This is an optimization exercise on Yosys and OpenROAD, whose aim is small area, not a production implementation.
Only simulation tests tie the RTL to the original design; equivalence was not proved.
Power figures rest on the tool's default switching activity, not on a simulated workload.

==> flow/design.v <==
package mips_pkg;
    localparam int word_w = 32;
    localparam int reg_addr_w = 5;
    localparam logic [word_w-1:0] reset_vector = 32'hbfc0_0000;
endpackage
`timescale 1ns/10ps
module mips_alu (
    input  logic [2:0] fn,
    input  logic       sub,
    input  logic [1:0] a,
    input  logic [1:0] b,
    input  logic       cin,
    input  logic [1:0] lui_digit,
    output logic [1:0] sum,
    output logic       cout,
    output logic [1:0] res,
    output logic       lt_s,
    output logic       lt_u
);
    logic [1:0] bx;
    assign bx = sub ? ~b : b;
    assign {cout, sum} = {1'b0, a} + {1'b0, bx} + {2'b00, cin};
    assign lt_s = (a[1] & ~b[1]) | (~(a[1] ^ b[1]) & sum[1]);
    assign lt_u = ~cout;
    always_comb begin
        case (fn)
            3'd0, 3'd1: res = sum;
            3'd2:       res = a & b;
            3'd3:       res = a | b;
            3'd4:       res = a ^ b;
            3'd7:       res = lui_digit;
            default:    res = 2'b00;
        endcase
    end
endmodule
`timescale 1ns/10ps
module mips_reg_file (
    input  logic       clk,
    input  logic       clr,
    input  logic [4:0] ra,
    input  logic [4:0] rb,
    input  logic       we,
    input  logic [4:0] wa,
    input  logic [1:0] wd,
    output logic [1:0] a,
    output logic [1:0] b,
    output logic [1:0] v0
);
    logic [63:0] digs;
    assign digs[1:0] = 2'b00;
    for (genvar i = 1; i < 32; i++) begin : g_reg
        logic [31:0] ring;
        logic        sel;
        assign sel = clr || (we && wa == i);
        always_ff @(posedge clk)
            ring <= {sel ? wd : ring[1:0], ring[31:2]};
        assign digs[2*i +: 2] = ring[1:0];
    end
    assign a = digs[2*ra +: 2];
    assign b = digs[2*rb +: 2];
    assign v0 = digs[5:4];
endmodule
`timescale 1ns/10ps
module mips_control (
    input  logic        clk,
    input  logic        reset,
    output logic        active,
    output logic [31:0] address,
    output logic        read,
    output logic        write,
    output logic [31:0] writedata,
    output logic [3:0]  byteenable,
    output logic [31:0] register_v0,
    input  logic        waitrequest,
    input  logic [31:0] readdata,
    output logic        rf_clr,
    output logic [4:0]  rf_ra,
    output logic [4:0]  rf_rb,
    output logic        rf_we,
    output logic [4:0]  rf_wa,
    output logic [1:0]  rf_wd,
    input  logic [1:0]  rf_a,
    input  logic [1:0]  rf_b,
    input  logic [1:0]  rf_v0
);
    localparam logic [3:0] S_CLR   = 4'd0;    
    localparam logic [3:0] S_FETCH = 4'd1;    
    localparam logic [3:0] S_DEC   = 4'd2;    
    localparam logic [3:0] S_EX1   = 4'd3;    
    localparam logic [3:0] S_SHR   = 4'd4;    
    localparam logic [3:0] S_SHW   = 4'd5;    
    localparam logic [3:0] S_MEM   = 4'd6;    
    localparam logic [3:0] S_MWT   = 4'd7;    
    localparam logic [3:0] S_WB    = 4'd8;    
    localparam logic [3:0] S_HWT   = 4'd9;   
    localparam logic [3:0] S_HCAP  = 4'd10;   
    localparam logic [3:0] S_HALT  = 4'd11;
    localparam logic [4:0] K_ADD  = 5'b00000;
    localparam logic [4:0] K_SUB  = 5'b00001;
    localparam logic [4:0] K_AND  = 5'b00010;
    localparam logic [4:0] K_OR   = 5'b00011;
    localparam logic [4:0] K_XOR  = 5'b00100;
    localparam logic [4:0] K_SLT  = 5'b00101;
    localparam logic [4:0] K_SLTU = 5'b00110;
    localparam logic [4:0] K_LUI  = 5'b00111;
    localparam logic [4:0] K_SLL  = 5'b01000;
    localparam logic [4:0] K_SRL  = 5'b01010;
    localparam logic [4:0] K_SRA  = 5'b01011;
    localparam logic [4:0] K_JR   = 5'b10000;
    localparam logic [4:0] K_J    = 5'b10001;
    localparam logic [4:0] K_BEQ  = 5'b10010;
    localparam logic [4:0] K_BNE  = 5'b10011;
    localparam logic [4:0] K_NOP  = 5'b11000;
    localparam logic [4:0] K_LW   = 5'b11001;
    localparam logic [4:0] K_SW   = 5'b11010;
    localparam logic [31:0] RV = mips_pkg::reset_vector;
    logic [3:0]  ph;
    logic [3:0]  st;
    logic [29:0] addr;
    logic [31:0] ir;
    logic [31:0] pcr;
    logic [4:0]  ra_q;
    logic [4:0]  rb_q;
    logic [4:0]  wd_q;
    logic [4:0]  kind;
    logic        immf;
    logic        slot;
    logic        flg;
    logic        cy;
    logic        icy;
    logic        s_q;
    logic        h_q;
    logic [1:0]  dly;
    function automatic logic [5:0] decode(input logic [31:0] d);
        logic [5:0] r;
        r = {1'b0, K_NOP};
        case (d[31:26])
            6'h00: case (d[5:0])
                6'h00: r = {1'b0, K_SLL};
                6'h02: r = {1'b0, K_SRL};
                6'h03: r = {1'b0, K_SRA};
                6'h08: r = {1'b0, K_JR};
                6'h21: r = {1'b0, K_ADD};
                6'h23: r = {1'b0, K_SUB};
                6'h24: r = {1'b0, K_AND};
                6'h25: r = {1'b0, K_OR};
                6'h26: r = {1'b0, K_XOR};
                6'h2a: r = {1'b0, K_SLT};
                6'h2b: r = {1'b0, K_SLTU};
                default: ;
            endcase
            6'h02: r = {1'b0, K_J};
            6'h04: r = {1'b0, K_BEQ};
            6'h05: r = {1'b0, K_BNE};
            6'h09: r = {1'b1, K_ADD};
            6'h0a: r = {1'b1, K_SLT};
            6'h0b: r = {1'b1, K_SLTU};
            6'h0c: r = {1'b1, K_AND};
            6'h0d: r = {1'b1, K_OR};
            6'h0e: r = {1'b1, K_XOR};
            6'h0f: r = {1'b1, K_LUI};
            6'h23: r = {1'b1, K_LW};
            6'h2b: r = {1'b1, K_SW};
            default: ;
        endcase
        decode = r;
    endfunction
    logic [5:0] dec;
    assign dec = decode(readdata);
    logic is_alu, is_sh, is_sll, is_sra, is_br, is_j, is_jr, is_ld, is_st, is_ldst;
    logic is_slt, is_lui, do_sub, zext;
    logic [2:0] fn;
    assign fn      = kind[2:0];
    assign is_alu  = kind[4:3] == 2'b00;
    assign is_sh   = kind[4:3] == 2'b01;
    assign is_sll  = is_sh && !kind[1];
    assign is_sra  = is_sh && kind[0];
    assign is_br   = kind[4:3] == 2'b10 && kind[1];
    assign is_j    = kind == K_J;
    assign is_jr   = kind == K_JR;
    assign is_ld   = kind == K_LW;
    assign is_st   = kind == K_SW;
    assign is_ldst = is_ld || is_st;
    assign is_slt  = is_alu && (fn == 3'd5 || fn == 3'd6);
    assign is_lui  = kind == K_LUI;
    assign do_sub  = is_alu && (fn == 3'd1 || fn == 3'd5 || fn == 3'd6);
    assign zext    = immf && is_alu && (fn == 3'd2 || fn == 3'd3 || fn == 3'd4);
    logic        ph0, ph15;
    logic [1:0]  P, I, A, B;
    logic        st_ex1, st_fetch, st_mem;
    assign ph0 = ph == 4'd0;
    assign ph15 = ph == 4'd15;
    assign P = pcr[1:0];
    assign I = ir[1:0];
    assign A = rf_a;
    assign B = rf_b;
    assign st_ex1 = st == S_EX1;
    assign st_fetch = st == S_FETCH;
    assign st_mem = st == S_MEM;
    logic [1:0] pcs;
    logic       icin;
    logic [1:0] inc;
    logic       icout;
    assign pcs = ph0 ? 2'b00 : addr[1:0];
    assign icin = (ph == 4'd1) ? 1'b1 : (ph0 ? 1'b0 : icy);
    assign {icout, inc} = {1'b0, pcs} + {2'b00, icin};
    logic [1:0] nxt;
    assign nxt = slot ? P : inc;
    logic       ext;
    logic [1:0] im;
    assign ext = zext ? 1'b0 : s_q;
    assign im = ph[3] ? {ext, ext} : I;
    logic [1:0] y;
    assign y = ph0 ? 2'b00 : dly;
    logic [1:0] opa, opb;
    logic       sub_eff, acin, acout, lt_s, lt_u;
    logic [1:0] sum, ares;
    assign opa = is_br ? pcs : A;
    assign opb = is_br ? y : (immf ? im : B);
    assign sub_eff = do_sub;
    assign acin = ph0 ? sub_eff : (cy || (is_br && ph == 4'd1));
    mips_alu mips_alu_i (
        .fn        (fn),
        .sub       (sub_eff),
        .a         (opa),
        .b         (opb),
        .cin       (acin),
        .lui_digit (ph[3] ? I : 2'b00),
        .sum       (sum),
        .cout      (acout),
        .res       (ares),
        .lt_s      (lt_s),
        .lt_u      (lt_u)
    );
    logic neq, taken;
    assign neq = (flg && !ph0) || (A != B);
    assign taken = kind[0] ? neq : !neq;
    logic       lt_q;
    logic [1:0] shres;
    logic [1:0] fill;
    assign lt_q = ph < ra_q[4:1];
    assign fill = is_sra ? {ir[31], ir[31]} : 2'b00;
    always_comb begin
        if (is_sll)
            shres = lt_q ? 2'b00 : (ra_q[0] ? {I[0], h_q} : I);
        else
            shres = ra_q[0] ? {ir[2], ir[1]} : I;
    end
    logic addr_nz;
    logic fetch_req;
    assign addr_nz = |addr;
    assign fetch_req = st_fetch && addr_nz;
    assign read = !reset && (fetch_req || (st_mem && is_ld));
    assign write = !reset && st_mem && is_st;
    assign address = {addr, 2'b00};
    assign writedata = ir;
    assign register_v0 = ir;
    assign byteenable = (read || write) ? 4'b1111 : 4'b0000;
    logic fetch_acc;
    logic mem_acc;
    assign fetch_acc = fetch_req && !waitrequest;
    assign mem_acc = st_mem && !waitrequest;
    assign rf_ra = ra_q;
    assign rf_rb = rb_q;
    assign rf_wa = wd_q;
    assign rf_clr = st == S_CLR;
    always_comb begin
        rf_we = 1'b0;
        rf_wd = ares;
        case (st)
            S_EX1: rf_we = is_alu;
            S_FETCH: begin
                rf_we = ph0 && is_slt;
                rf_wd = {1'b0, flg};
            end
            S_SHW: begin
                rf_we = 1'b1;
                rf_wd = shres;
            end
            S_WB: begin
                rf_we = is_ld;
                rf_wd = I;
            end
            S_CLR: rf_wd = 2'b00;
            default: ;
        endcase
    end
    logic       pc_we;
    logic [1:0] pc_wd;
    logic       addr_sh;
    logic [1:0] addr_in;
    logic       ir_rot;
    logic [1:0] ir_top;
    logic [1:0] rv_digit;
    assign rv_digit = RV[2*ph +: 2];
    always_comb begin
        pc_we = 1'b0;
        pc_wd = inc;
        addr_sh = 1'b0;
        addr_in = nxt;
        ir_rot = 1'b0;
        ir_top = I;
        case (st)
            S_CLR: begin
                addr_sh = !ph0;
                addr_in = rv_digit;
            end
            S_EX1: begin
                addr_sh = !ph0;
                addr_in = (is_ldst && !flg) ? sum : nxt;
                if (is_j) begin
                    pc_we = 1'b1;
                    pc_wd = ph0 ? 2'b00 : ((ph <= 4'd13) ? dly : inc);
                end else if (is_jr) begin
                    pc_we = 1'b1;
                    pc_wd = A;
                end else if (is_br) begin
                    pc_we = 1'b1;
                    pc_wd = sum;
                end else begin
                    pc_we = is_ldst;
                    pc_wd = nxt;
                end
                ir_rot = !(is_lui && !ph[3]);
                ir_top = (is_st || is_sh) ? B : I;
            end
            S_SHR: begin
                ir_rot = !is_sll && lt_q;
                ir_top = fill;
            end
            S_SHW: begin
                ir_rot = !(is_sll && lt_q);
                ir_top = fill;
            end
            S_WB: begin
                addr_sh = !ph0;
                addr_in = P;
                ir_rot = 1'b1;
            end
            S_HCAP: begin
                ir_rot = 1'b1;
                ir_top = rf_v0;
            end
            default: ;
        endcase
    end
    logic [3:0] st_n;
    always_comb begin
        st_n = st;
        case (st)
            S_CLR:   if (ph15) st_n = S_FETCH;
            S_FETCH: begin
                if (!addr_nz)
                    st_n = S_HWT;
                else if (!waitrequest)
                    st_n = ph15 ? S_EX1 : S_DEC;
            end
            S_DEC:   if (ph15) st_n = S_EX1;
            S_EX1:   if (ph15) begin
                if (is_sh)
                    st_n = S_SHR;
                else if (is_ldst && !flg)
                    st_n = S_MEM;
                else
                    st_n = S_FETCH;
            end
            S_SHR:   if (ph15) st_n = S_SHW;
            S_SHW:   if (ph15) st_n = S_FETCH;
            S_MEM:   if (!waitrequest) st_n = ph15 ? S_WB : S_MWT;
            S_MWT:   if (ph15) st_n = S_WB;
            S_WB:    if (ph15) st_n = S_FETCH;
            S_HWT:   if (ph15) st_n = S_HCAP;
            S_HCAP:  if (ph15) st_n = S_HALT;
            S_HALT:  st_n = S_HALT;
            default: st_n = S_HALT;
        endcase
    end
    always_ff @(posedge clk) begin
        if (reset) begin
            st <= S_CLR;
            ph <= 4'd0;
            active <= 1'b1;
            slot <= 1'b0;
            kind <= K_NOP;
        end else begin
            st <= st_n;
            ph <= ph + 4'd1;
            if (st == S_HCAP && ph15)
                active <= 1'b0;
            if (st_ex1 && ph15)
                slot <= is_j || is_jr || (is_br && taken);
            if (fetch_acc)
                kind <= dec[4:0];
        end
    end
    always_ff @(posedge clk) begin
        if (fetch_acc) begin
            immf <= dec[5];
            ra_q <= (readdata[31:26] == 6'h00 && readdata[5:2] == 4'h0)
                  ? readdata[10:6] : readdata[25:21];
            rb_q <= readdata[20:16];
            wd_q <= (readdata[31:26] == 6'h00) ? readdata[15:11] : readdata[20:16];
        end
        if (fetch_acc || (mem_acc && is_ld))
            ir <= readdata;
        else if (ir_rot)
            ir <= {ir_top, ir[31:2]};
        pcr <= {pc_we ? pc_wd : pcr[1:0], pcr[31:2]};
        if (addr_sh)
            addr <= {addr_in, addr[29:2]};
        icy <= icout;
        cy <= acout;
        s_q <= ph[3] ? s_q : I[1];
        h_q <= ir_rot ? ir[1] : 1'b0;
        dly <= is_j ? I : im;
        if (st_ex1) begin
            if (is_ldst && ph0)
                flg <= sum != 2'b00;
            else if (is_br)
                flg <= neq;
            else if (is_slt && ph15)
                flg <= (fn == 3'd5) ? lt_s : lt_u;
        end
    end
endmodule
`timescale 1ns/10ps
module mips_cpu_bus (
    input  logic        clk,
    input  logic        reset,
    output logic        active,
    output logic [31:0] register_v0,
    output logic [31:0] address,
    output logic        read,
    output logic        write,
    output logic [31:0] writedata,
    output logic [3:0]  byteenable,
    input  logic        waitrequest,
    input  logic [31:0] readdata
);
    logic       rf_clr;
    logic [4:0] rf_ra;
    logic [4:0] rf_rb;
    logic       rf_we;
    logic [4:0] rf_wa;
    logic [1:0] rf_wd;
    logic [1:0] rf_a;
    logic [1:0] rf_b;
    logic [1:0] rf_v0;
    mips_control mips_control_i (
        .clk, .reset, .active,
        .address, .read, .write, .writedata, .byteenable, .register_v0,
        .waitrequest, .readdata,
        .rf_clr, .rf_ra, .rf_rb, .rf_we, .rf_wa, .rf_wd,
        .rf_a, .rf_b, .rf_v0
    );
    mips_reg_file mips_reg_file_i (
        .clk,
        .clr (rf_clr),
        .ra  (rf_ra),
        .rb  (rf_rb),
        .we  (rf_we),
        .wa  (rf_wa),
        .wd  (rf_wd),
        .a   (rf_a),
        .b   (rf_b),
        .v0  (rf_v0)
    );
endmodule
==> flow/run.sh <==
#!/bin/bash
# synth_recipe.tcl (not shown) runs the flow's synth.tcl, then flattens the netlist and writes it again
# the make line also repeats each setting of config.mk as NAME=value (left out here)
make -C /OpenROAD-flow-scripts/flow DESIGN_CONFIG=/design/flow/config.mk WORK_HOME=/design/flow/orfs CLKGATE_MAP_FILE= SYNTH_SCRIPT=/design/flow/synth_recipe.tcl finish
==> flow/config.mk <==
export PLATFORM = sky130hd
export DESIGN_NAME = mips_cpu_bus
export DESIGN_NICKNAME = mips_cpu_bus
export VERILOG_FILES = /design/flow/design.v
export SDC_FILE = /design/flow/constraint.sdc
export NUM_CORES = 4
export LEC_CHECK = 0
export CAP_MARGIN = 20
export CORE_MARGIN = 2
export CORE_UTILIZATION = 40
export CTS_BUF_LIST = sky130_fd_sc_hd__clkbuf_8 sky130_fd_sc_hd__clkbuf_16
export CTS_CLUSTER_DIAMETER = 60
export CTS_CLUSTER_SIZE = 24
export SLEW_MARGIN = 20
==> flow/constraint.sdc <==
create_clock -name core_clock -period 10.5 [get_ports {clk}]
set_input_delay 2.1000 -clock core_clock [delete_from_list [all_inputs] [get_ports {clk}]]
set_output_delay 2.1000 -clock core_clock [all_outputs]
set_load 0.01 [all_outputs]
==> flow_summary.ini, run 1 <==
[status]
outcome = finished clean

[route]
detail_route.iter0.violations = 721
wl_per_cell_um = 16.68
drt_first_pass_iters = 5
dr_total_vias = 12840
route.detailed.vias_per_inst = 4.435
route.detailed.drc = 0
finalWirelength_mm = 48.29
detail-route-antenna-nets = 0

[global_routing]
largest_net_degree_at_the_start_of_global_routing = 36
grt_antenna_before_repair = 1
global_route.overflow_total = 0
grt_first_pass_wirelength_mm = 74.63
grtUsageTotal_pct = 13.06
grt_pass1_vias = 12660

[synthesis]
yosys-top-cells-count = 1044 x sky130_fd_sc_hd__dfxtp_1, 115 x sky130_fd_sc_hd__mux2_2, 80 x sky130_fd_sc_hd__edfxtp_1
most_frequent_cell_after_synthesis = sky130_fd_sc_hd__dfxtp_1
synthesis.area_sq_mm = 0.02857
synthDominantCellAreaShare_pct = 73.16
syn-mean-instance-area_sq_um = 15.71
synth-compound-area-share_pct = 3.819
synth.mux.area_fraction_pct = 7.437
synth_top_cells_by_area = sky130_fd_sc_hd__dfxtp_1 73%, sky130_fd_sc_hd__edfxtp_1 8.4%, sky130_fd_sc_hd__mux2_2 4.5%, sky130_fd_sc_hd__mux2i_1 1.2%, sky130_fd_sc_hd__mux4_2 1.1%
synth-adder-area-share_pct = 0.8410
yosysWarningCount = 3
post_synth_num_cell_types = 74
syn-instance-count = 1818
synth_seq_area_share_pct = 81.57
post_synth_xor_area_fraction_pct = 0.1533
dominant_combinational_cell_family_by_area_after_synthesis = multiplexers
number_of_flops_mapped_to_enable_cells_by_yosys = 80
ys_async_sr_fraction_pct = 0
post_synth_and_or_nand_nor_area_fraction_pct = 3.907
postSynth.topFlopCell = sky130_fd_sc_hd__dfxtp_1
yosys_register_bits = 1124
yosys.area.top_type = sky130_fd_sc_hd__dfxtp_1

[clocking]
cts.htree.levels = 2
clock_tree_from_tritoncts = built
clk_root_buffer_cell = sky130_fd_sc_hd__clkbuf_16
clock_sinks = 1124
clkTransAtPathRegs_ns = 0.09
cts_hold_repair.buffers = 0
clock_latency_ns = 0.66
cts_buffers = 59
postCtsResizedCells = 0
cts.repair_timing.setup_buffer_count = 0
cts.path.max_buffers = 3

[sta]
period_share_pct = 59.70
post_route_minimum_period_ns = 6.268
max_slew.worst_pin.slew_ns = 1.054
rsz0062_at_grt = no
setup_total_negative_slack_ns = 0
layout_setup_ws_ns = 4.232
maxSlewViolCount = 0
final.setup_skew_ns = 0.03328
fmaxAchievable_mhz = 159.5
timing.slew.headroom_pct = 29.72
fin_worst_hold_slack_ns = 0.3212
setup_viol = 0
hold_viol_final = 0

[min_path]
hold-path-endpoint = mips_reg_file_i.g_reg[4].ring[0]
hold_path_depth = 0
hold_path.class = reg2reg
hp-start = mips_reg_file_i.g_reg[4].ring[2]

[worst_setup_path]
crit_fanout = 17
critPathLaunch = reset
critPathCaptureType = output port
criticalPathCategory = in2out
rr_endpoint = mips_reg_file_i.g_reg[2].ring[31]
worst_ep_required_time_ns = 8.40
critical_path.startpoint_type = input port
worst-r2r-setup-slack_ns = 5.14
crit-reg2reg-launch = mips_control_i.rb_q[0]
worst_r2r_path_depth = 15
timing.critical_path.arrival_ns = 4.17

[finish]
final.fill_count = 6124
fin_nets = 1986
final_layout_size_suffix_gt1_share_pct = 11.62
antennaDiodeCount = 0
synthToLayoutAreaGrowth_pct = 13.50

[power_and_ir_drop]
power_per_cell_area_mw_per_mm2 = 241.4
post-layout-total-power_mw = 7.826
leakage_nw = 12.49
worst_ir_drop_vdd_v = 0.0001540

[die]
core_area_sq_mm = 0.07039
initial_utilization_pct = 40.58
io-pin-count = 138
die_height_um = 271.2
design.die.area_sq_mm = 0.07357
std_cell_rows = 97
die_w_um = 271.2

[flow_run]
max_cap_violations = 0

[place]
pre_cts_ws_ns = 4.204
gp_routability_congestion = 0.8151
io_buffer_count = 135
dpl.hpwl_mm = 32.77
-- sequential cells by signal (all words and copies together), names as in the netlist --
name                    flops
mips_control_i.active       1
mips_control_i.addr        30
mips_control_i.cy           1
mips_control_i.dly          2
mips_control_i.flg          1
mips_control_i.h_q          1
mips_control_i.icy          1
mips_control_i.immf         1
mips_control_i.ir          32
mips_control_i.kind         5
mips_control_i.pcr         32
mips_control_i.ph           4
mips_control_i.ra_q         5
mips_control_i.rb_q         5
mips_control_i.s_q          1
mips_control_i.slot         1
mips_control_i.st           4
mips_control_i.wd_q         5
mips_reg_file_i.g.ring    992
-- worst max-delay path, cell delays in order --
cell and delay, ns:
sky130_fd_sc_hd__clkdlybuf4s50_1 0.81, sky130_fd_sc_hd__nor4_1 0.51, sky130_fd_sc_hd__or2_2 0.21, sky130_fd_sc_hd__clkdlybuf4s50_1 0.54
-- worst max path at each step --
stage                     to  slack (ns)  cells after the start
3_3_place_gp   byteenable[0]        4.24                      4
2_1_floorplan  byteenable[1]        5.27                      4
5_1_grt        byteenable[1]        4.10                      4
4_1_cts        byteenable[3]        4.21                      4
6_report       byteenable[3]        4.23                      4
3_5_place_dp   byteenable[3]        4.20                      4
-- layer usage --
| layer | global-route usage [%] | routed length, um | vias to the layer above |
|---|---|---|---|
| li1 | - | - | 6315 |
| met1 | 18.48 | 23680 | 6219 |
| met2 | 20.72 | 21940 | 240 |
| met3 | 2.503 | 1754 | 61 |
| met4 | 3.181 | 909 | 0 |
| met5 | 0 | 0 | - |
-- cell usage in the layout (no fill, tap or decap), types with 18 or more instances in the layout --
cell type                         Yosys  routed
sky130_fd_sc_hd__o21ai_0             41      40
sky130_fd_sc_hd__clkbuf_16            0      61
sky130_fd_sc_hd__dfxtp_1           1044    1044
sky130_fd_sc_hd__nor2_1              51      50
sky130_fd_sc_hd__clkdlybuf4s50_1      0     135
sky130_fd_sc_hd__nand2_1             56      56
sky130_fd_sc_hd__nor3_1              18      18
sky130_fd_sc_hd__mux2_2             115     115
sky130_fd_sc_hd__mux2i_1             33      33
sky130_fd_sc_hd__inv_1               21      27
sky130_fd_sc_hd__edfxtp_1            80      80
sky130_fd_sc_hd__a21oi_1             49      49
-- where the power goes --
part           internal (mW)  switching [mW]  total [mW]  leakage, nW
sequential              4.84           0.191        5.03         9.22
clock                   1.09            1.33        2.42        0.897
combinational          0.189           0.184       0.373         2.38
-- through the flow --
step                      utilization, %  instances  instance area (sq um)
after floorplan                        -       1819                  28570
after global placement             43.50       2812                  30620
after detailed placement           43.50       2812                  30620
after CTS                          46.06       2894                  32420
after global routing               46.06       2894                  32420
final                              46.06       2894                  32420
-- logic make-up (layout without fill, tap and decap cells) --
family,after synthesis,count (layout)
buf+inv,112,247
xor+xnor,5,5
flops,1124,1124
other cells,1,2
fa+ha+maj,18,18
simple gates,221,221
compound gates,168,168
mux,169,169
-- layout make-up --
class | count | area [sq um] | share of cell area, %
Timing Repair Buffer | 142 | 1404 | 4.330
Tap cell | 940 | 1176 | 3.628
Sequential cell | 1124 | 23300 | 71.87
Multi-Input combinational cell | 583 | 4653 | 14.35
Inverter | 23 | 86.33 | 0.2663
Clock inverter | 20 | 260.3 | 0.8027
Clock buffer | 62 | 1540 | 4.751
==> inputs of run 2 (changes only) <==
==> flow/flow/run.sh (new file) <==
#!/bin/bash
set -e
cp standard.sh standard.sh.txt
echo 'export BUFFER_PORTS_ARGS = -buffer_cell sky130_fd_sc_hd__buf_1' >> config.mk
bash standard.sh > standard.log 2>&1
==> flow/standard.sh (new file) <==
#!/bin/bash
# synth_recipe.tcl (not shown) runs the flow's synth.tcl, then flattens the netlist and writes it again
# the make line also repeats each setting of config.mk as NAME=value (left out here)
make -C /OpenROAD-flow-scripts/flow DESIGN_CONFIG=/design/flow/config.mk WORK_HOME=/design/flow/orfs CLKGATE_MAP_FILE= SYNTH_SCRIPT=/design/flow/synth_recipe.tcl "${@:-finish}"
--- a/flow/config.mk
+++ b/flow/config.mk
@@ -10,5 +10,6 @@
 export CORE_UTILIZATION = 40
-export CTS_BUF_LIST = sky130_fd_sc_hd__clkbuf_8 sky130_fd_sc_hd__clkbuf_16
+export CTS_BUF_LIST = sky130_fd_sc_hd__clkbuf_8
 export CTS_CLUSTER_DIAMETER = 60
-export CTS_CLUSTER_SIZE = 24
+export CTS_CLUSTER_SIZE = 20
 export SLEW_MARGIN = 20
+export BUFFER_PORTS_ARGS = -buffer_cell sky130_fd_sc_hd__buf_1
removed: flow/run.sh
==> flow_summary.ini, run 2 <==
[finish]
fin_nets = 1995
sequential_cell_area_in_the_final_layout_sq_mm = 0.02330
layout_commonest_cell = sky130_fd_sc_hd__dfxtp_1
largest_registers = mips_reg_file_i.g.ring: 992 flops, mips_control_i.ir: 32 flops, mips_control_i.pcr: 32 flops
combined_area_of_the_multi_input_logic_cells_sq_mm = 0.004653
final.fill_count = 6228
final_layout_size_suffix_gt1_share_pct = 11.95
finish.instance_area_sq_mm = 0.03097
largest_register_ffs = 992
final_cell_mix = 1044 x sky130_fd_sc_hd__dfxtp_1, 135 x sky130_fd_sc_hd__buf_1, 115 x sky130_fd_sc_hd__mux2_2
synthToLayoutAreaGrowth_pct = 8.410
max_flop_register = mips_reg_file_i.g.ring

[worst_setup_path]
critical_path.startpoint_type = input port
worst_ep_required_time_ns = 8.40
crit_chain = buf_1 > nor4_1 > or2_2 > buf_1
critPathCaptureType = output port
critical_path.max_stage_delay_ns = 0.64
timing.critical_path.arrival_ns = 3.41
crit_fanout = 17
crit_top_cell = sky130_fd_sc_hd__buf_1
worst_r2r_path_depth = 15
criticalPathCategory = in2out
critical-path-slowest-cell = sky130_fd_sc_hd__buf_1

[place]
dpl.hpwl_mm = 32.63
gp_routability_congestion = 0.8063
dpl_cell_area_sq_mm = 0.02975
io_buffer_count = 135

[die]
initial_utilization_pct = 40.58
io-pin-count = 138
die_w_um = 271.2
std_cell_rows = 97
die_height_um = 271.2
design.die.area_sq_mm = 0.07357
core_area_sq_mm = 0.07039

[power_and_ir_drop]
worst_ir_drop_vdd_v = 0.0001104
leakage_nw = 11.87
power_per_cell_area_mw_per_mm2 = 234.7

[clocking]
clock_sinks = 1124
cts_hold_repair.buffers = 0
clkTransAtPathRegs_ns = 0.10
clock_latency_ns = 0.69
postCtsResizedCells = 0
clock_tree_from_tritoncts = built
cts.path.max_buffers = 3
clk_root_buffer_cell = sky130_fd_sc_hd__clkbuf_8
cts.htree.levels = 3
cts.repair_timing.setup_buffer_count = 0
cts_buffers = 70

[global_routing]
largest_net_degree_at_the_start_of_global_routing = 36
grtUsageTotal_pct = 13.02
global_route.overflow_total = 0
grt_first_pass_wirelength_mm = 73.71
grt_antenna_before_repair = 2
grt_pass1_vias = 12800

[synthesis]
yosys-top-cells-count = 1044 x sky130_fd_sc_hd__dfxtp_1, 115 x sky130_fd_sc_hd__mux2_2, 80 x sky130_fd_sc_hd__edfxtp_1
synthesis.area_sq_mm = 0.02857
synthDominantCellAreaShare_pct = 73.16
yosys.area.top_type = sky130_fd_sc_hd__dfxtp_1
post_synth_num_cell_types = 74
synth_top_cells_by_area = sky130_fd_sc_hd__dfxtp_1 73%, sky130_fd_sc_hd__edfxtp_1 8.4%, sky130_fd_sc_hd__mux2_2 4.5%, sky130_fd_sc_hd__mux2i_1 1.2%, sky130_fd_sc_hd__mux4_2 1.1%
syn-instance-count = 1818
syn-mean-instance-area_sq_um = 15.71
yosysWarningCount = 3
yosys_register_bits = 1124
postSynth.topFlopCell = sky130_fd_sc_hd__dfxtp_1
synth_seq_area_share_pct = 81.57
number_of_flops_mapped_to_enable_cells_by_yosys = 80
most_frequent_cell_after_synthesis = sky130_fd_sc_hd__dfxtp_1
ys_async_sr_fraction_pct = 0

[min_path]
hold_path.class = reg2reg
hold_path_depth = 0

[route]
finalWirelength_mm = 48.23
wl_per_cell_um = 16.58
route.detailed.vias_per_inst = 4.456
drt_first_pass_iters = 5
detail-route-antenna-nets = 0
dr_total_vias = 12960
route.detailed.drc = 0
detail_route.iter0.violations = 707

[sta]
hold_viol_final = 0
rsz0062_at_grt = no
setup_total_negative_slack_ns = 0
max_slew.worst_pin.slew_ns = 1.049
fmaxAchievable_mhz = 181.5
post_route_minimum_period_ns = 5.508
timing.slew.headroom_pct = 30.05
final.setup_skew_ns = 0.04129
setup_viol = 0
maxSlewViolCount = 0
period_share_pct = 52.46

[flow_run]
max_cap_violations = 0

[status]
outcome = finished clean
[run 2: critical path, delay by kind of cell]
family	cells	cell delay (ns)
buffers and inverters	2	0.78
AND/OR/NAND/NOR	2	0.52
[run 2: kinds of logic (layout without fill, tap and decap cells)]
logic type | count (synthesis) | after routing | synth area share [%]
flip-flops | 1124 | 1124 | 81.57
AND/OR/NAND/NOR | 221 | 221 | 3.907
multiplexers | 169 | 169 | 7.437
AO/OA/AOI/OAI | 168 | 168 | 3.819
buffers and inverters | 112 | 259 | 2.256
adder cells (fa/ha/maj) | 18 | 18 | 0.8410
XOR/XNOR | 5 | 5 | 0.1533
other | 1 | 5 | 0.01313
[run 2: worst paths after layout]
check	to	start	slack (ns)
max	byteenable[1]	reset	4.99
min	mips_reg_file_i.g_reg[14].ring[23]	mips_reg_file_i.g_reg[14].ring[25]	0.32
max reg2reg	mips_reg_file_i.g_reg[22].ring[31]	mips_control_i.rb_q[0]	5.36
min reg2reg	mips_reg_file_i.g_reg[14].ring[23]	mips_reg_file_i.g_reg[14].ring[25]	0.32
[run 2: power breakdown]
part,switching (mW),internal (mW),leakage [nW]
sequential,0.197,4.84,9.22
clock,1.24,0.670,0.649
combinational,0.181,0.138,2.00
[run 2: through the flow]
stage / power, mW / instances / util (%) / hold slack (ns) / setup slack [ns]
global route: 7.602 / 2906 / 43.98 / 0.3125 / 4.845
detailed placement: 5.460 / 2809 / 42.27 / 0.3121 / 4.963
floorplan: 5.269 / 1819 / - / 0.3096 / 5.266
CTS: 7.372 / 2905 / 43.97 / 0.3184 / 4.964
finish: 7.269 / 2909 / 43.99 / 0.3209 / 4.992
global placement: 5.441 / 2809 / 42.27 / 0.3096 / 5.006
[run 2: metal layers]
metal	up-vias	wire length [um]	track usage, %
met1	6253	23600	18.13
met4	2	1411	4.931
met5	-	13	0
li1	6310	-	-
met2	295	21030	19.77
met3	103	2175	3.016
[run 2: cell type report]
| type | instances | share of cell area [%] |
|---|---|---|
| diodes | 3 | 0.02424 |
| clock buffers | 73 | 3.244 |
| clock inverters | 23 | 0.6141 |
| inverters | 23 | 0.2788 |
| multi-input cells | 583 | 15.03 |
| flip-flops and latches | 1124 | 75.25 |
| well taps | 940 | 3.798 |
| repair buffers | 140 | 1.770 |
==> inputs of run 3 (changes only) <==
==> flow/flow/run.sh (replaced) <==
#!/bin/bash
set -e
cat >> config.mk <<'EOT'
export BUFFER_PORTS_ARGS = -buffer_cell sky130_fd_sc_hd__buf_1
export CTS_ARGS = -sink_clustering_enable -repair_clock_nets -buf_list sky130_fd_sc_hd__clkbuf_8 -sink_clustering_size 20 -sink_clustering_max_diameter 60 -dont_use_dummy_load
EOT
bash standard.sh > standard.log 2>&1
--- a/flow/config.mk
+++ b/flow/config.mk
@@ -15 +15,2 @@
 export BUFFER_PORTS_ARGS = -buffer_cell sky130_fd_sc_hd__buf_1
+export CTS_ARGS = -sink_clustering_enable -repair_clock_nets -buf_list sky130_fd_sc_hd__clkbuf_8 -sink_clustering_size 20 -sink_clustering_max_diameter 60 -dont_use_dummy_load
==> flow_summary.ini, run 3 <==
[status]
outcome = finished clean

[route]
route.detailed.drc = 0
dr_total_vias = 12910
route.detailed.vias_per_inst = 4.478
drt_first_pass_iters = 5
detail-route-antenna-nets = 0
detail_route.iter0.violations = 680
wl_per_cell_um = 16.67
finalWirelength_mm = 48.05

[sta]
max_slew.worst_pin.slew_ns = 1.043
post_route_minimum_period_ns = 5.522
setup_total_negative_slack_ns = 0
rsz0062_at_grt = no
timing.slew.headroom_pct = 30.50
fin_worst_hold_slack_ns = 0.2821
maxSlewViolCount = 0
hold_viol_final = 0
final.setup_skew_ns = 0.1086
setup_viol = 0
fmaxAchievable_mhz = 181.1
period_share_pct = 52.59

[global_routing]
grt_pass1_vias = 12730
global_route.overflow_total = 0
largest_net_degree_at_the_start_of_global_routing = 36
grtUsageTotal_pct = 12.99
grt_antenna_before_repair = 2
grt_first_pass_wirelength_mm = 73.52

[synthesis]
post_synth_num_cell_types = 74
syn-instance-count = 1818
synth_top_cells_by_area = sky130_fd_sc_hd__dfxtp_1 73%, sky130_fd_sc_hd__edfxtp_1 8.4%, sky130_fd_sc_hd__mux2_2 4.5%, sky130_fd_sc_hd__mux2i_1 1.2%, sky130_fd_sc_hd__mux4_2 1.1%
yosys.area.top_type = sky130_fd_sc_hd__dfxtp_1
yosys_register_bits = 1124
yosysWarningCount = 3
ys_async_sr_fraction_pct = 0
postSynth.topFlopCell = sky130_fd_sc_hd__dfxtp_1
yosys-top-cells-count = 1044 x sky130_fd_sc_hd__dfxtp_1, 115 x sky130_fd_sc_hd__mux2_2, 80 x sky130_fd_sc_hd__edfxtp_1
synthDominantCellAreaShare_pct = 73.16
most_frequent_cell_after_synthesis = sky130_fd_sc_hd__dfxtp_1
syn-mean-instance-area_sq_um = 15.71
synth_seq_area_share_pct = 81.57
number_of_flops_mapped_to_enable_cells_by_yosys = 80
synthesis.area_sq_mm = 0.02857

[clocking]
clkTransAtPathRegs_ns = 0.10
clock_tree_from_tritoncts = built
cts_buffers = 70
clk_root_buffer_cell = sky130_fd_sc_hd__clkbuf_8
clock_sinks = 1124
clock_latency_ns = 0.68
cts.repair_timing.setup_buffer_count = 0
cts.path.max_buffers = 3
cts.htree.levels = 3
cts_hold_repair.buffers = 0
postCtsResizedCells = 0

[die]
design.die.area_sq_mm = 0.07357
initial_utilization_pct = 40.58
die_height_um = 271.2
io-pin-count = 138
std_cell_rows = 97
core_area_sq_mm = 0.07039
die_w_um = 271.2

[worst_setup_path]
critPathCaptureType = output port
criticalPathCategory = in2out
critical_path.startpoint_type = input port
worst_ep_required_time_ns = 8.40
worst_r2r_path_depth = 15
crit_fanout = 17
timing.critical_path.arrival_ns = 3.42

[place]
dpl.hpwl_mm = 32.63
placed_cells = 2809
dpl_cell_area_sq_mm = 0.02975
gp_routability_congestion = 0.8063
io_buffer_count = 135

[finish]
final_layout_size_suffix_gt1_share_pct = 11.29
largest_registers = mips_reg_file_i.g.ring: 992 flops, mips_control_i.ir: 32 flops, mips_control_i.pcr: 32 flops
largest_register_ffs = 992
finish.instance_area_sq_mm = 0.03074
final_cell_count_no_fill = 2883
max_flop_register = mips_reg_file_i.g.ring
final_cell_mix = 1044 x sky130_fd_sc_hd__dfxtp_1, 135 x sky130_fd_sc_hd__buf_1, 115 x sky130_fd_sc_hd__mux2_2
synthToLayoutAreaGrowth_pct = 7.599
final.fill_count = 6224
layout_commonest_cell = sky130_fd_sc_hd__dfxtp_1
fin_nets = 1995

[min_path]
hold_path.class = reg2reg
hold_path_depth = 0

[power_and_ir_drop]
power_per_cell_area_mw_per_mm2 = 231.4
leakage_nw = 11.72
worst_ir_drop_vdd_v = 0.0001105

[flow_run]
max_cap_violations = 0
run 3: cell counts after synthesis:
No cell type changed its count.
run 3: final timing paths:
path / start / endpoint / slack (ns)
max reg2reg: mips_control_i.rb_q[0] / mips_reg_file_i.g_reg[22].ring[31] / 5.31
min reg2reg: mips_reg_file_i.g_reg[14].ring[25] / mips_reg_file_i.g_reg[14].ring[23] / 0.28
min: mips_reg_file_i.g_reg[14].ring[25] / mips_reg_file_i.g_reg[14].ring[23] / 0.28
max: reset / byteenable[1] / 4.98
run 3: per-layer routing:
metal  up-vias  routed length [um]  global-route usage [%]  part of all wire (%)
li1       6276                   -                       -                     -
met1      6234               23520                   18.11                    49
met2       290               20920                   19.72                    44
met3       109                2068                   2.972                   4.3
met4         2                1524                   4.916                   3.2
met5         -                  13                       0                 0.027
run 3: cell families after synthesis:
kind of cell	after synthesis	share of synthesized area, %
other cells	1	0.01313
xor+xnor	5	0.1533
mux	169	7.437
buf+inv	112	2.256
flops	1124	81.57
compound gates	168	3.819
simple gates	221	3.907
fa+ha+maj	18	0.8410
run 3: layout make-up:
class	instances	area, sq um	area share, %
antenna	3	7.507	0.02442
timing repair buffer	140	548.0	1.783
multi-input combinational	583	4653	15.14
inverter	23	86.33	0.2809
clock buffer	70	963.4	3.134
sequential	1124	23300	75.81
tap	940	1176	3.826
run 3: report_power, final:
part | switching [mW] | leakage [nW] | total [mW] | internal, mW
Combinational | 0.182 | 2.00 | 0.320 | 0.138
Clock | 1.15 | 0.503 | 1.76 | 0.604
Sequential | 0.196 | 9.22 | 5.04 | 4.84
run 3: worst max-delay path, cell delays in order:
cell and delay [ns]:
sky130_fd_sc_hd__buf_1 0.65, sky130_fd_sc_hd__nor4_1 0.17, sky130_fd_sc_hd__or2_2 0.35, sky130_fd_sc_hd__buf_1 0.14
run 3: metrics by stage:
step	util, %	worst slack [ns]	total power, mW
2_1_floorplan	-	5.266	5.269
3_3_place_gp	42.27	5.006	5.441
3_5_place_dp	42.27	4.963	5.460
4_1_cts	43.64	4.961	7.213
5_1_grt	43.65	4.849	7.443
6_report	43.67	4.978	7.114
==> inputs of run 4 (changes only) <==
--- a/flow/design.v
+++ b/flow/design.v
@@ -27,5 +27,5 @@
             3'd0, 3'd1: res = sum;
-            3'd2:       res = a & b;
-            3'd3:       res = a | b;
-            3'd4:       res = a ^ b;
+            3'd4:       res = a & b;
+            3'd5:       res = a | b;
+            3'd6:       res = a ^ b;
             3'd7:       res = lui_digit;
@@ -97,9 +97,9 @@
     localparam logic [3:0] S_HALT  = 4'd11;
-    localparam logic [4:0] K_ADD  = 5'b00000;
-    localparam logic [4:0] K_SUB  = 5'b00001;
-    localparam logic [4:0] K_AND  = 5'b00010;
-    localparam logic [4:0] K_OR   = 5'b00011;
-    localparam logic [4:0] K_XOR  = 5'b00100;
-    localparam logic [4:0] K_SLT  = 5'b00101;
-    localparam logic [4:0] K_SLTU = 5'b00110;
+    localparam logic [4:0] K_SUB  = 5'b00000;
+    localparam logic [4:0] K_ADD  = 5'b00001;
+    localparam logic [4:0] K_SLT  = 5'b00010;
+    localparam logic [4:0] K_SLTU = 5'b00011;
+    localparam logic [4:0] K_AND  = 5'b00100;
+    localparam logic [4:0] K_OR   = 5'b00101;
+    localparam logic [4:0] K_XOR  = 5'b00110;
     localparam logic [4:0] K_LUI  = 5'b00111;
@@ -183,6 +183,6 @@
     assign is_ldst = is_ld || is_st;
-    assign is_slt  = is_alu && (fn == 3'd5 || fn == 3'd6);
+    assign is_slt  = is_alu && fn[2:1] == 2'b01;
     assign is_lui  = kind == K_LUI;
-    assign do_sub  = is_alu && (fn == 3'd1 || fn == 3'd5 || fn == 3'd6);
-    assign zext    = immf && is_alu && (fn == 3'd2 || fn == 3'd3 || fn == 3'd4);
+    assign do_sub  = is_alu && !fn[2] && fn != 3'd1;
+    assign zext    = immf && is_alu && fn[2] && fn != 3'd7;
     logic        ph0, ph15;
@@ -301,3 +301,3 @@
         ir_rot = 1'b0;
-        ir_top = I;
+        ir_top = B;
         case (st)
@@ -324,3 +324,2 @@
                 ir_rot = !(is_lui && !ph[3]);
-                ir_top = (is_st || is_sh) ? B : I;
             end
@@ -421,3 +420,3 @@
             else if (is_slt && ph15)
-                flg <= (fn == 3'd5) ? lt_s : lt_u;
+                flg <= fn[0] ? lt_u : lt_s;
         end
--- a/flow/config.mk
+++ b/flow/config.mk
@@ -7,3 +7,3 @@
 export LEC_CHECK = 0
-export CAP_MARGIN = 20
+export CAP_MARGIN = 0
 export CORE_MARGIN = 2
@@ -13,3 +13,3 @@
 export CTS_CLUSTER_SIZE = 20
-export SLEW_MARGIN = 20
+export SLEW_MARGIN = 0
 export BUFFER_PORTS_ARGS = -buffer_cell sky130_fd_sc_hd__buf_1
==> flow_summary.ini, run 4 <==
[clocking]
clock_latency_ns = 0.70
cts_hold_repair.buffers = 0
cts_buffers = 70
clk_root_buffer_cell = sky130_fd_sc_hd__clkbuf_8
clock_tree_from_tritoncts = built
cts.path.max_buffers = 3
clock_sinks = 1124
clkTransAtPathRegs_ns = 0.11
postCtsResizedCells = 0
cts.repair_timing.setup_buffer_count = 0
cts.htree.levels = 3

[finish]
final_layout_size_suffix_gt1_share_pct = 6.341
layout_commonest_cell = sky130_fd_sc_hd__dfxtp_1
largest_register_ffs = 992
max_flop_register = mips_reg_file_i.g.ring
largest_registers = mips_reg_file_i.g.ring: 992 flops, mips_control_i.ir: 32 flops, mips_control_i.pcr: 32 flops
fin_nets = 2042
combined_area_of_the_multi_input_logic_cells_sq_mm = 0.004464
layout.core_utilization_pct = 43.62
final.fill_count = 6315
synthToLayoutAreaGrowth_pct = 7.950
final_cell_mix = 1044 x sky130_fd_sc_hd__dfxtp_1, 135 x sky130_fd_sc_hd__buf_1, 134 x sky130_fd_sc_hd__nand2_1
final_cell_count_no_fill = 2933
sequential_cell_area_in_the_final_layout_sq_mm = 0.02330

[die]
core_area_sq_mm = 0.07015
die_height_um = 270.2
std_cell_rows = 97
die_w_um = 270.2
design.die.area_sq_mm = 0.07300
initial_utilization_pct = 40.40
io-pin-count = 138

[route]
route.detailed.vias_per_inst = 4.548
detail_route.iter0.violations = 1066
route.detailed.drc = 0
dr_total_vias = 13340
wl_per_cell_um = 16.93
finalWirelength_mm = 49.64
detail-route-antenna-nets = 0
drt_first_pass_iters = 5

[worst_setup_path]
criticalPathCategory = in2out
critical_path.startpoint_type = input port
timing.critical_path.arrival_ns = 3.41
worst_ep_required_time_ns = 8.40
crit_fanout = 18
critPathCaptureType = output port

[sta]
setup_total_negative_slack_ns = 0
final.setup_skew_ns = 0.07993
rsz0062_at_grt = no
fmaxAchievable_mhz = 181.4
setup_viol = 0
post_route_minimum_period_ns = 5.512
timing.slew.headroom_pct = 19.41
period_share_pct = 52.50
maxSlewViolCount = 0
max_slew.worst_pin.slew_ns = 1.192
hold_viol_final = 0

[synthesis]
most_frequent_cell_after_synthesis = sky130_fd_sc_hd__dfxtp_1
synthesis.area_sq_mm = 0.02834
yosys-top-cells-count = 1044 x sky130_fd_sc_hd__dfxtp_1, 134 x sky130_fd_sc_hd__nand2_1, 80 x sky130_fd_sc_hd__edfxtp_1
post_synth_num_cell_types = 74
yosys_register_bits = 1124
postSynth.topFlopCell = sky130_fd_sc_hd__dfxtp_1
synth_top_cells_by_area = sky130_fd_sc_hd__dfxtp_1 74%, sky130_fd_sc_hd__edfxtp_1 8.5%, sky130_fd_sc_hd__mux2_1 2.5%, sky130_fd_sc_hd__nand2_1 1.8%, sky130_fd_sc_hd__mux2i_1 1.0%
ys_async_sr_fraction_pct = 0
number_of_flops_mapped_to_enable_cells_by_yosys = 80
yosys.area.top_type = sky130_fd_sc_hd__dfxtp_1
syn-mean-instance-area_sq_um = 15.21
synth_seq_area_share_pct = 82.21
syn-instance-count = 1864
synthDominantCellAreaShare_pct = 73.74
yosysWarningCount = 3

[global_routing]
grt_pass1_vias = 12520
grt_antenna_before_repair = 6
largest_net_degree_at_the_start_of_global_routing = 39
grt_first_pass_wirelength_mm = 75.10
grtUsageTotal_pct = 13.49
global_route.overflow_total = 0

[power_and_ir_drop]
worst_ir_drop_vdd_v = 0.0001363
leakage_nw = 11.88
power_per_cell_area_mw_per_mm2 = 251.4

[flow_run]
max_cap_violations = 0

[place]
placed_cells = 2857
io_buffer_count = 135
dpl.hpwl_mm = 33.78
gp_routability_congestion = 0.8629

[min_path]
hold_path.class = reg2reg

[status]
outcome = finished clean
run 4: changes by cell type after synthesis, moves of 8 or more:
cell	before	now
sky130_fd_sc_hd__clkbuf_1	32	48
sky130_fd_sc_hd__mux2_1	0	62
sky130_fd_sc_hd__mux2_2	115	20
sky130_fd_sc_hd__nand2_1	56	134
sky130_fd_sc_hd__nand2b_1	14	6
sky130_fd_sc_hd__nand3_1	11	19
sky130_fd_sc_hd__o21ai_0	41	23
sky130_fd_sc_hd__o21ai_1	0	26
run 4: cell families (layout without fill, tap and decap cells):
group | Yosys count | count (layout) | share of synthesized area [%]
AND/OR/NAND/NOR | 286 | 286 | 4.675
flip-flops | 1124 | 1124 | 82.21
buffers and inverters | 119 | 241 | 2.159
XOR/XNOR | 7 | 7 | 0.2163
multiplexers | 130 | 130 | 5.884
other | 1 | 8 | 0.01323
AO/OA/AOI/OAI | 179 | 179 | 3.991
adder cells (fa/ha/maj) | 18 | 18 | 0.8476
run 4: final cells by class:
| cell class | count | area share [%] |
|---|---|---|
| clock buffer | 70 | 3.149 |
| sequential | 1124 | 76.16 |
| inverter | 27 | 0.3312 |
| multi-input combinational | 622 | 14.59 |
| timing repair buffer | 144 | 1.877 |
| tap | 940 | 3.844 |
| antenna | 6 | 0.04907 |
run 4: critical path, cell delays in order:
cell,delay (ns)
sky130_fd_sc_hd__buf_1,0.62
sky130_fd_sc_hd__nor2_1,0.16
sky130_fd_sc_hd__or2_2,0.38
sky130_fd_sc_hd__buf_1,0.15
run 4: final timing paths:
kind | from | to | slack [ns] | depth (start not counted)
worst min register to register | mips_reg_file_i.g_reg[16].ring[18] | mips_reg_file_i.g_reg[16].ring[16] | 0.27 | 0
worst max register to register | mips_control_i.ra_q[1] | mips_reg_file_i.g_reg[1].ring[31] | 5.40 | 16
worst max-delay path | reset | byteenable[1] | 4.99 | 4
worst min-delay path | mips_reg_file_i.g_reg[16].ring[18] | mips_reg_file_i.g_reg[16].ring[16] | 0.27 | 0
run 4: routing by layer:
layer | wire [um] | GRT usage, % | up-vias | part of all wire, %
li1 | - | - | 6398 | -
met1 | 24020 | 19.05 | 6457 | 48
met2 | 21480 | 20.39 | 375 | 43
met3 | 2549 | 2.987 | 109 | 5.1
met4 | 1590 | 4.827 | 0 | 3.2
met5 | 0 | 0 | - | 0
run 4: stage by stage:
stage / power (mW) / hold slack (ns) / instance area, sq um / setup slack [ns]
finish: 7.693 / 0.2683 / 30600 / 4.988
global route: 8.052 / 0.2664 / 30590 / 4.877
CTS: 7.796 / 0.2725 / 30580 / 4.980
detailed placement: 6.050 / 0.3121 / 29620 / 5.000
global placement: 6.017 / 0.3096 / 29620 / 5.032
floorplan: 5.751 / 0.3096 / 28350 / 5.210
run 4: power by group:
group          switching (mW)  total, mW  internal (mW)
Combinational           0.284      0.466          0.182
Clock                    1.15       1.75          0.604
Sequential              0.310       5.47           5.16
==> inputs of run 5 (changes only) <==
--- a/flow/config.mk
+++ b/flow/config.mk
@@ -7,3 +7,3 @@
 export LEC_CHECK = 0
-export CAP_MARGIN = 0
+export CAP_MARGIN = 20
 export CORE_MARGIN = 2
@@ -13,3 +13,3 @@
 export CTS_CLUSTER_SIZE = 20
-export SLEW_MARGIN = 0
+export SLEW_MARGIN = 20
 export BUFFER_PORTS_ARGS = -buffer_cell sky130_fd_sc_hd__buf_1
==> flow_summary.ini, run 5 <==
[worst_setup_path]
critPathLaunch = reset
critical-path-slowest-cell = sky130_fd_sc_hd__buf_1
worst_ep_required_time_ns = 8.40
worst-r2r-setup-slack_ns = 5.41
crit_fanout = 18
crit_chain = buf_1 > nor2_1 > or2_2 > buf_1
crit-reg2reg-launch = mips_control_i.ra_q[1]
crit_buf_inv = 2
critical_path.startpoint_type = input port
critPathCaptureType = output port
crit_top_cell = sky130_fd_sc_hd__buf_1
timing.critical_path.max_delay_family = buffers and inverters
criticalPathCategory = in2out
critical_path.max_stage_delay_ns = 0.63
timing.critical_path.arrival_ns = 3.43

[synthesis]
syn-mean-instance-area_sq_um = 15.21
most_frequent_cell_after_synthesis = sky130_fd_sc_hd__dfxtp_1
synthesis.area_sq_mm = 0.02834
postSynth.topFlopCell = sky130_fd_sc_hd__dfxtp_1
synth_seq_area_share_pct = 82.21
yosys-top-cells-count = 1044 x sky130_fd_sc_hd__dfxtp_1, 134 x sky130_fd_sc_hd__nand2_1, 80 x sky130_fd_sc_hd__edfxtp_1
synthDominantCellAreaShare_pct = 73.74
syn-instance-count = 1864
post_synth_num_cell_types = 74
yosys_register_bits = 1124
yosysWarningCount = 3
number_of_flops_mapped_to_enable_cells_by_yosys = 80
ys_async_sr_fraction_pct = 0
yosys.area.top_type = sky130_fd_sc_hd__dfxtp_1
synth_top_cells_by_area = sky130_fd_sc_hd__dfxtp_1 74%, sky130_fd_sc_hd__edfxtp_1 8.5%, sky130_fd_sc_hd__mux2_1 2.5%, sky130_fd_sc_hd__nand2_1 1.8%, sky130_fd_sc_hd__mux2i_1 1.0%

[finish]
final_cell_count_no_fill = 2936
layout_commonest_cell = sky130_fd_sc_hd__dfxtp_1
combined_area_of_the_multi_input_logic_cells_sq_mm = 0.004472
fin_nets = 2044
largest_registers = mips_reg_file_i.g.ring: 992 flops, mips_control_i.ir: 32 flops, mips_control_i.pcr: 32 flops
largest_register_ffs = 992
final.fill_count = 6312
max_flop_register = mips_reg_file_i.g.ring
synthToLayoutAreaGrowth_pct = 8.083
final_cell_mix = 1044 x sky130_fd_sc_hd__dfxtp_1, 135 x sky130_fd_sc_hd__buf_1, 134 x sky130_fd_sc_hd__nand2_1
sequential_cell_area_in_the_final_layout_sq_mm = 0.02330
final_layout_size_suffix_gt1_share_pct = 6.536

[route]
detail_route.iter0.violations = 1078
wl_per_cell_um = 16.90
detail-route-antenna-nets = 0
route.detailed.drc = 0
finalWirelength_mm = 49.62
drt_first_pass_iters = 5
route.detailed.vias_per_inst = 4.495
dr_total_vias = 13200

[sta]
post_route_minimum_period_ns = 5.529
maxSlewViolCount = 0
setup_viol = 0
period_share_pct = 52.66
max_slew.worst_pin.slew_ns = 1.033
final.setup_skew_ns = 0.1047
setup_total_negative_slack_ns = 0
fmaxAchievable_mhz = 180.9
rsz0062_at_grt = no
timing.slew.headroom_pct = 31.13
hold_viol_final = 0

[power_and_ir_drop]
leakage_nw = 11.90
post-layout-total-power_mw = 7.716
power_per_cell_area_mw_per_mm2 = 251.9
worst_ir_drop_vdd_v = 0.0001169

[global_routing]
gr-usage-met2_pct = 20.29
grt_pass1_vias = 12460
gr-max-usage-layer = met2
grtUsageTotal_pct = 13.45
global_route.usage.met3_pct = 2.969
largest_net_degree_at_the_start_of_global_routing = 39
global_route.overflow_total = 0
grt_first_pass_wirelength_mm = 74.68
grt_antenna_before_repair = 7
grt.met1_usage_pct = 18.96

[clocking]
clock_latency_ns = 0.71
cts_hold_repair.buffers = 0
clock_tree_from_tritoncts = built
cts.repair_timing.setup_buffer_count = 0
cts_buffers = 72
postCtsResizedCells = 0
cts.htree.levels = 3
clk_root_buffer_cell = sky130_fd_sc_hd__clkbuf_8
cts.path.max_buffers = 3
clock_sinks = 1124
clkTransAtPathRegs_ns = 0.10

[die]
initial_utilization_pct = 40.40
io-pin-count = 138
std_cell_rows = 97
die_w_um = 270.2
die_height_um = 270.2
core_area_sq_mm = 0.07015
design.die.area_sq_mm = 0.07300

[flow_run]
max_cap_violations = 0

[min_path]
hold_path.class = reg2reg
hp-start = mips_reg_file_i.g_reg[26].ring[25]

[status]
outcome = finished clean

[place]
placed_cells = 2857
gp_routability_congestion = 0.8629
io_buffer_count = 135
dpl.hpwl_mm = 33.70
-- run 5: cell counts after synthesis --
Identical to the previous run, type by type.
-- run 5: path summary, 6_finish.rpt --
path                                             end  depth (start not counted)
setup reg to reg  mips_reg_file_i.g_reg[23].ring[31]                         16
hold / removal    mips_reg_file_i.g_reg[26].ring[23]                          0
hold reg to reg   mips_reg_file_i.g_reg[26].ring[23]                          0
setup / recovery                       byteenable[1]                          4
-- run 5: metal layers --
layer	share of wire [%]	wire length, um	vias to the layer above
li1	-	-	6403
met3	5.5	2739	92
met5	0	0	-
met1	48	23970	6339
met2	43	21410	362
met4	3.0	1491	0
-- run 5: final cells by class --
type	count	share of cell area, %
tap	940	3.839
inverter	27	0.3308
timing repair buffer	144	1.875
antenna	7	0.05718
multi-input combinational	622	14.60
clock buffer	72	3.235
sequential	1124	76.07
-- run 5: kinds of logic after synthesis --
logic type               synth area share (%)
AO/OA/AOI/OAI                           3.991
XOR/XNOR                               0.2163
adder cells (fa/ha/maj)                0.8476
buffers and inverters                   2.159
flip-flops                              82.21
multiplexers                            5.884
other                                 0.01323
AND/OR/NAND/NOR                         4.675
-- run 5: per-stage QoR --
step | utilization [%] | setup slack (ns) | hold WS (ns) | cell area [sq um]
after floorplan | - | 5.210 | 0.3096 | 28350
after global placement | 42.22 | 5.032 | 0.3096 | 29620
after detailed placement | 42.23 | 4.980 | 0.3121 | 29620
after CTS | 43.64 | 4.979 | 0.2434 | 30620
after global routing | 43.65 | 4.875 | 0.2417 | 30620
final | 43.67 | 4.971 | 0.2443 | 30630
-- run 5: power by group --
group / switching, mW / total, mW / internal [mW]
Clock: 1.16 / 1.78 / 0.620
Combinational: 0.284 / 0.466 / 0.183
Sequential: 0.310 / 5.47 / 5.16
Total: 1.75 / 7.72 / 5.97

-- re-timing with driven ports --
How much do the figures lean on ideal ports? The routed layouts below were timed once more, with nothing changed but the port constraints. Step 1, drivers: a clkbuf_16 drives clk and a buf_2 each remaining input, both assumed. Step 2 also shifts input and output timing later by t, the mid clock arrival at the registers, as if the neighbouring blocks saw the same clock. Slacks: no drivers / after step 1 / after step 2; pairs: no drivers / after step 1.
| run | t (ns) | setup slack, ns | worst hold slack (ns) |
|---|---|---|---|
| run 1 | 0.698 | 4.232 / 4.202 / 4.202 | 0.321 / 0.321 / 0.321 |
| run 2 | 0.730 | 4.992 / 4.958 / 4.958 | 0.321 / 0.321 / 0.321 |
| run 3 | 0.684 | 4.978 / 4.944 / 4.944 | 0.282 / 0.282 / 0.282 |
| run 4 | 0.713 | 4.988 / 4.961 / 4.961 | 0.268 / 0.268 / 0.268 |
| run 5 | 0.711 | 4.971 / 4.944 / 4.944 | 0.244 / 0.244 / 0.244 |
After both steps every run listed still meets setup and hold.
